This design comes from an exercise in tuning for small area and a short achievable clock period on the open sky130 flow, not from production work. The RTL was checked by simulation tests, not by an equivalence proof against the original design. Power figures rest on the tool's default switching activity, not on a simulated workload.

## job 101
==> flow/design.v <==
package regfile_pkg;
  localparam int unsigned XLEN_DEFAULT  = 32;
  localparam int unsigned NREGS_DEFAULT = 32;
  typedef logic [XLEN_DEFAULT-1:0]          reg_data_t;
  typedef logic [$clog2(NREGS_DEFAULT)-1:0] reg_addr_t;
  localparam int unsigned ZERO_REG = 0;
endpackage
import regfile_pkg::*;
module regfile_scoreboard
#(
  parameter int unsigned NREGS = NREGS_DEFAULT,
  parameter int unsigned AW    = $clog2(NREGS)
) (
  input  logic             clk_i,
  input  logic             reset_i,
  input  logic             issue_en_i,
  input  logic [AW-1:0]    issue_addr_i,
  input  logic             wrt_en_i,
  input  logic [AW-1:0]    wrt_addr_i,
  input  logic [NREGS-1:1] wrt_dec_n_i,
  input  logic             flush_i,
  output logic [NREGS-1:0] pending_o,
  output logic             issue_ok_o,
  output logic             wb_unexp_o
);
  logic [NREGS-1:1] pending_q, pending_d;
  logic             wb_unexp_q, wb_unexp_d;
  logic [3:0]       iss_lo, iss_lo_set;
  logic [7:0]       iss_hi, grp;
  logic             iss_set, keep, iss_byp, iss_pend;
  regfile_predec u_pd_iss (.addr_i(issue_addr_i), .lo_o(iss_lo), .hi_o(iss_hi));
  regfile_and2b u_iss_set (.a_n_i(reset_i), .b_i(issue_en_i), .y_o(iss_set));
  regfile_nor2  u_keep (.a_i({flush_i, reset_i}), .y_o(keep));
  for (genvar k = 0; k < 4; k++) begin : g_set
    regfile_and2 u_and (.a_i({iss_lo[k], iss_set}), .y_o(iss_lo_set[k]));
  end
  for (genvar i = 1; i < int'(NREGS); i++) begin : g_next
    regfile_ao32 u_next (
      .a_i ({pending_q[i], keep, wrt_dec_n_i[i]}),
      .b_i ({iss_lo_set[i%4], iss_hi[i/4]}),
      .y_o (pending_d[i])
    );
  end
  regfile_wb_unexp #(.N(NREGS-1)) u_wbu (
    .dec_n_i  (wrt_dec_n_i),
    .pend_i   (pending_q),
    .unexp_o  (wb_unexp_d)
  );
  always_ff @(posedge clk_i) begin
    pending_q  <= pending_d;
    wb_unexp_q <= wb_unexp_d;
  end
  for (genvar h = 0; h < 8; h++) begin : g_grp
    regfile_ao4 u_ao (
      .a_i (iss_lo),
      .b_i ((h == 0) ? {pending_q[3:1], 1'b0} : pending_q[4*h +: 4]),
      .y_o (grp[h])
    );
  end
  regfile_ao8 u_iss_pend (.a_i(iss_hi), .b_i(grp), .y_o(iss_pend));
  regfile_bypmatch u_iss_byp (
    .rd_addr_i (issue_addr_i),
    .wr_addr_i (wrt_addr_i),
    .wr_en_i   (wrt_en_i),
    .reset_i   (reset_i),
    .byp_o     (iss_byp)
  );
  regfile_or2b u_iss_ok (.a_i(iss_byp), .b_n_i(iss_pend), .y_o(issue_ok_o));
  assign pending_o  = {pending_q, 1'b0};
  assign wb_unexp_o = wb_unexp_q;
endmodule
module regfile_ao32 (
  input  logic [2:0] a_i,
  input  logic [1:0] b_i,
  output logic       y_o
);
  assign y_o = &a_i | &b_i;
endmodule
module regfile_ao4 (
  input  logic [3:0] a_i,
  input  logic [3:0] b_i,
  output logic       y_o
);
  assign y_o = |(a_i & b_i);
endmodule
module regfile_wb_unexp #(
  parameter int unsigned N = 31
) (
  input  logic [N-1:0] dec_n_i,
  input  logic [N-1:0] pend_i,
  output logic         unexp_o
);
  assign unexp_o = |(~dec_n_i & ~pend_i);
endmodule
import regfile_pkg::*;
module regfile_sb
#(
  parameter int unsigned XLEN  = XLEN_DEFAULT,
  parameter int unsigned NREGS = NREGS_DEFAULT,
  parameter int unsigned AW    = $clog2(NREGS)
) (
  input  logic            clk,
  input  logic            reset,
  input  logic [AW-1:0]   rg_rd_addr1,
  input  logic [AW-1:0]   rg_rd_addr2,
  output logic [XLEN-1:0] rg_rd_data1,
  output logic [XLEN-1:0] rg_rd_data2,
  output logic            rg_rd_rdy1,
  output logic            rg_rd_rdy2,
  input  logic            issue_en,
  input  logic [AW-1:0]   issue_addr,
  output logic            issue_ok,
  input  logic            rg_wrt_en,
  input  logic [AW-1:0]   rg_wrt_addr,
  input  logic [XLEN-1:0] rg_wrt_data,
  input  logic            flush,
  output logic            wb_unexp
);
  logic [3:0]       rd1_lo, rd2_lo, wr_lo;
  logic [7:0]       rd1_hi, rd2_hi, wr_hi;
  logic             wr_ok;
  logic [NREGS-1:1] rd1_sel, rd2_sel, wr_dec_n, wr_en;
  logic             rd1_byp, rd2_byp;
  logic [NREGS-1:0] pending;
  logic [XLEN-1:0]  wrt_data_r;
  logic [NREGS-1:1][XLEN-1:0] mem_q;
  regfile_predec u_pd_rd1 (.addr_i(rg_rd_addr1), .lo_o(rd1_lo), .hi_o(rd1_hi));
  regfile_predec u_pd_rd2 (.addr_i(rg_rd_addr2), .lo_o(rd2_lo), .hi_o(rd2_hi));
  regfile_predec u_pd_wr (.addr_i(rg_wrt_addr), .lo_o(wr_lo), .hi_o(wr_hi));
  regfile_and2b u_wr_ok (.a_n_i(reset), .b_i(rg_wrt_en), .y_o(wr_ok));
  for (genvar i = 1; i < int'(NREGS); i++) begin : g_dec
    regfile_nand3 u_wdec (.a_i({wr_lo[i%4], wr_hi[i/4], wr_ok}), .y_o(wr_dec_n[i]));
    regfile_and3 u_sel1 (.a_i({rd1_lo[i%4], rd1_hi[i/4], wr_dec_n[i]}), .y_o(rd1_sel[i]));
    regfile_and3 u_sel2 (.a_i({rd2_lo[i%4], rd2_hi[i/4], wr_dec_n[i]}), .y_o(rd2_sel[i]));
    regfile_or2b u_wen (.a_i(reset), .b_n_i(wr_dec_n[i]), .y_o(wr_en[i]));
  end
  regfile_bypmatch u_byp1 (
    .rd_addr_i (rg_rd_addr1),
    .wr_addr_i (rg_wrt_addr),
    .wr_en_i   (rg_wrt_en),
    .reset_i   (reset),
    .byp_o     (rd1_byp)
  );
  regfile_bypmatch u_byp2 (
    .rd_addr_i (rg_rd_addr2),
    .wr_addr_i (rg_wrt_addr),
    .wr_en_i   (rg_wrt_en),
    .reset_i   (reset),
    .byp_o     (rd2_byp)
  );
  regfile_gate_data #(.XLEN(XLEN)) u_wdata (
    .data_i  (rg_wrt_data),
    .reset_i (reset),
    .data_o  (wrt_data_r)
  );
  always_ff @(posedge clk) begin
    for (int i = 1; i < int'(NREGS); i++)
      if (wr_en[i]) mem_q[i] <= wrt_data_r;
  end
  regfile_scoreboard #(
    .NREGS (NREGS),
    .AW    (AW)
  ) u_scoreboard (
    .clk_i        (clk),
    .reset_i      (reset),
    .issue_en_i   (issue_en),
    .issue_addr_i (issue_addr),
    .wrt_en_i     (rg_wrt_en),
    .wrt_addr_i   (rg_wrt_addr),
    .wrt_dec_n_i  (wr_dec_n),
    .flush_i      (flush),
    .pending_o    (pending),
    .issue_ok_o   (issue_ok),
    .wb_unexp_o   (wb_unexp)
  );
  logic [XLEN-1:0][NREGS-1:0] col;
  always_comb begin
    for (int b = 0; b < int'(XLEN); b++) begin
      col[b][0] = rg_wrt_data[b];
      for (int i = 1; i < int'(NREGS); i++) col[b][i] = mem_q[i][b];
    end
  end
  for (genvar b = 0; b < int'(XLEN); b++) begin : g_bit
    regfile_rdmux u_rd1 (
      .sel_i  ({rd1_sel, rd1_byp}),
      .data_i (col[b]),
      .y_o    (rg_rd_data1[b])
    );
    regfile_rdmux u_rd2 (
      .sel_i  ({rd2_sel, rd2_byp}),
      .data_i (col[b]),
      .y_o    (rg_rd_data2[b])
    );
  end
  regfile_rdmux #(.INV(1'b1)) u_rdy1 (
    .sel_i  ({rd1_sel, rd1_byp}),
    .data_i ({pending[NREGS-1:1], 1'b0}),
    .y_o    (rg_rd_rdy1)
  );
  regfile_rdmux #(.INV(1'b1)) u_rdy2 (
    .sel_i  ({rd2_sel, rd2_byp}),
    .data_i ({pending[NREGS-1:1], 1'b0}),
    .y_o    (rg_rd_rdy2)
  );
endmodule
module regfile_predec (
  input  logic [4:0] addr_i,
  output logic [3:0] lo_o,
  output logic [7:0] hi_o
);
  always_comb begin
    for (int k = 0; k < 4; k++) lo_o[k] = (addr_i[1:0] == 2'(k));
    for (int k = 0; k < 8; k++) hi_o[k] = (addr_i[4:2] == 3'(k));
  end
endmodule
module regfile_bypmatch (
  input  logic [4:0] rd_addr_i,
  input  logic [4:0] wr_addr_i,
  input  logic       wr_en_i,
  input  logic       reset_i,
  output logic       byp_o
);
  assign byp_o = wr_en_i & ~reset_i & (rd_addr_i == wr_addr_i) & (rd_addr_i != 5'd0);
endmodule
module regfile_gate_data #(
  parameter int unsigned XLEN = 32
) (
  input  logic [XLEN-1:0] data_i,
  input  logic            reset_i,
  output logic [XLEN-1:0] data_o
);
  assign data_o = data_i & {XLEN{~reset_i}};
endmodule
module regfile_rdmux #(
  parameter bit INV = 1'b0
) (
  input  logic [31:0] sel_i,
  input  logic [31:0] data_i,
  output logic        y_o
);
  logic [3:0] g;
  logic [1:0] h;
  for (genvar k = 0; k < 4; k++) begin : g_grp
    regfile_ao8 u_grp (.a_i(sel_i[8*k +: 8]), .b_i(data_i[8*k +: 8]), .y_o(g[k]));
  end
  regfile_nor2 u_nor0 (.a_i(g[1:0]), .y_o(h[0]));
  regfile_nor2 u_nor1 (.a_i(g[3:2]), .y_o(h[1]));
  if (INV) begin : g_inv
    regfile_and2  u_out (.a_i(h), .y_o(y_o));
  end else begin : g_pos
    regfile_nand2 u_out (.a_i(h), .y_o(y_o));
  end
endmodule
module regfile_ao8 (
  input  logic [7:0] a_i,
  input  logic [7:0] b_i,
  output logic       y_o
);
  assign y_o = |(a_i & b_i);
endmodule
module regfile_and3 (
  input  logic [2:0] a_i,
  output logic       y_o
);
  assign y_o = &a_i;
endmodule
module regfile_and2 (
  input  logic [1:0] a_i,
  output logic       y_o
);
  assign y_o = &a_i;
endmodule
module regfile_or2b (
  input  logic a_i,
  input  logic b_n_i,
  output logic y_o
);
  assign y_o = a_i | ~b_n_i;
endmodule
module regfile_nand4 (
  input  logic [3:0] a_i,
  output logic       y_o
);
  assign y_o = ~&a_i;
endmodule
module regfile_nor2 (
  input  logic [1:0] a_i,
  output logic       y_o
);
  assign y_o = ~|a_i;
endmodule
module regfile_nand3 (
  input  logic [2:0] a_i,
  output logic       y_o
);
  assign y_o = ~&a_i;
endmodule
module regfile_and2b (
  input  logic a_n_i,
  input  logic b_i,
  output logic y_o
);
  assign y_o = ~a_n_i & b_i;
endmodule
module regfile_nand2 (
  input  logic [1:0] a_i,
  output logic       y_o
);
  assign y_o = ~&a_i;
endmodule
clock: 6.5 ns
lec_check: 0
cap_margin: 20
core_margin: 2
core_utilization: 55
cts_buf_list: sky130_fd_sc_hd__clkbuf_4
cts_cluster_diameter: 40
cts_cluster_size: 8
setup_slack_margin: 1.5
slew_margin: 20
synth_hierarchical: 1
synth_minimum_keep_size: 0
standard.sh (not shown) runs the stock make flow with config.mk's settings and CLKGATE_MAP_FILE= SYNTH_SCRIPT=/design/flow/synth_recipe.tcl, a recipe that flattens the netlist after the stock synthesis.
==> flow/flow/run.sh <==
#!/bin/bash
# Layout flow: the standard ORFS flow (standard.sh) from synthesis to the
# final layout, with one change: the port buffers that placement inserts on
# every input and output are buf_2 cells instead of the resizer's default pick
# (clkdlybuf4s50_1, a delay cell). The full make output goes to flow.log here;
# ORFS writes each step's log under orfs/logs.
set -euo pipefail
bash standard.sh "BUFFER_PORTS_ARGS=-buffer_cell sky130_fd_sc_hd__buf_2" finish > flow.log 2>&1
diff inputs: job 101 => job 102
-- flow/design.v --
<<< job 101, line 125
  logic [XLEN-1:0]  wrt_data_r;
  logic [NREGS-1:1][XLEN-1:0] mem_q;
  regfile_predec u_pd_rd1 (.addr_i(rg_rd_addr1), .lo_o(rd1_lo), .hi_o(rd1_hi));
  regfile_predec u_pd_rd2 (.addr_i(rg_rd_addr2), .lo_o(rd2_lo), .hi_o(rd2_hi));
  regfile_predec u_pd_wr (.addr_i(rg_wrt_addr), .lo_o(wr_lo), .hi_o(wr_hi));
  regfile_and2b u_wr_ok (.a_n_i(reset), .b_i(rg_wrt_en), .y_o(wr_ok));
  for (genvar i = 1; i < int'(NREGS); i++) begin : g_dec
>>> job 102, line 125
  logic [XLEN-1:0]  wrt_data_r;
  logic [NREGS-1:1][XLEN-1:0] mem_q;
  logic [4:0] rd1_a_n, rd2_a_n;
  regfile_inv5 u_inv_rd1 (.a_i(rg_rd_addr1), .y_o(rd1_a_n));
  regfile_inv5 u_inv_rd2 (.a_i(rg_rd_addr2), .y_o(rd2_a_n));
  for (genvar k = 0; k < 4; k++) begin : g_rd_lo
    regfile_nor2 u_lo1 (.a_i({k[1] ? rd1_a_n[1] : rg_rd_addr1[1],
                              k[0] ? rd1_a_n[0] : rg_rd_addr1[0]}), .y_o(rd1_lo[k]));
    regfile_nor2 u_lo2 (.a_i({k[1] ? rd2_a_n[1] : rg_rd_addr2[1],
                              k[0] ? rd2_a_n[0] : rg_rd_addr2[0]}), .y_o(rd2_lo[k]));
  end
  for (genvar m = 0; m < 8; m++) begin : g_rd_hi
    regfile_and3 u_hi1 (.a_i({m[2] ? rg_rd_addr1[4] : rd1_a_n[4],
                              m[1] ? rg_rd_addr1[3] : rd1_a_n[3],
                              m[0] ? rg_rd_addr1[2] : rd1_a_n[2]}), .y_o(rd1_hi[m]));
    regfile_and3 u_hi2 (.a_i({m[2] ? rg_rd_addr2[4] : rd2_a_n[4],
                              m[1] ? rg_rd_addr2[3] : rd2_a_n[3],
                              m[0] ? rg_rd_addr2[2] : rd2_a_n[2]}), .y_o(rd2_hi[m]));
  end
  logic [4:0] wr_a_n;
  regfile_inv5 u_inv_wr (.a_i(rg_wrt_addr), .y_o(wr_a_n));
  for (genvar k = 0; k < 4; k++) begin : g_wr_lo
    regfile_nor2 u_lo (.a_i({k[1] ? wr_a_n[1] : rg_wrt_addr[1],
                             k[0] ? wr_a_n[0] : rg_wrt_addr[0]}), .y_o(wr_lo[k]));
  end
  for (genvar m = 0; m < 8; m++) begin : g_wr_hi
    regfile_and3 u_hi (.a_i({m[2] ? rg_wrt_addr[4] : wr_a_n[4],
                             m[1] ? rg_wrt_addr[3] : wr_a_n[3],
                             m[0] ? rg_wrt_addr[2] : wr_a_n[2]}), .y_o(wr_hi[m]));
  end
  regfile_and2b u_wr_ok (.a_n_i(reset), .b_i(rg_wrt_en), .y_o(wr_ok));
  for (genvar i = 1; i < int'(NREGS); i++) begin : g_dec
<<< job 101, line 259
  assign y_o = |(a_i & b_i);
endmodule
module regfile_and3 (
  input  logic [2:0] a_i,
>>> job 102, line 284
  assign y_o = |(a_i & b_i);
endmodule
module regfile_inv5 (
  input  logic [4:0] a_i,
  output logic [4:0] y_o
);
  assign y_o = ~a_i;
endmodule
module regfile_and3 (
  input  logic [2:0] a_i,
Results
Between job 101 and job 102, total via count after detailed routing decreased.
Global-route total usage across every layer: job 102 lower than job 101
Clock share of power: job 102 > job 101
Diff job 102 and job 101: total power lower in job 102
Job 102 ended with more routability congestion estimate than job 101.
For job 102, the slowest cell on the critical path was and3_4, unlike job 101, where it was nor3_2.

## separate check: timing with driven ports
No port has a modelled driver above. Below, the same layouts with a new extraction and two added sets of constraints.
Step 1, drivers: a clkbuf_16 drives clk and a buf_2 each remaining input, both assumed.
Step 2 also shifts input and output timing later by t, the mid clock arrival at the registers, as if the neighbouring blocks saw the same clock.
a / b / c = ideal / step 1 / step 2; a / b = the first two.
run	t, ns	setup WS [ns]	worst slew at a driven data input, ns
job 101	1.147	1.402 / 1.381 / 1.381	0.04
job 102	1.136	1.448 / 1.424 / 1.424	0.14
After both steps setup and hold are still met in every run listed. For job 102, which loses most, drivers alone change the setup slack by -0.024 ns; drivers and shift together by -0.024 ns.
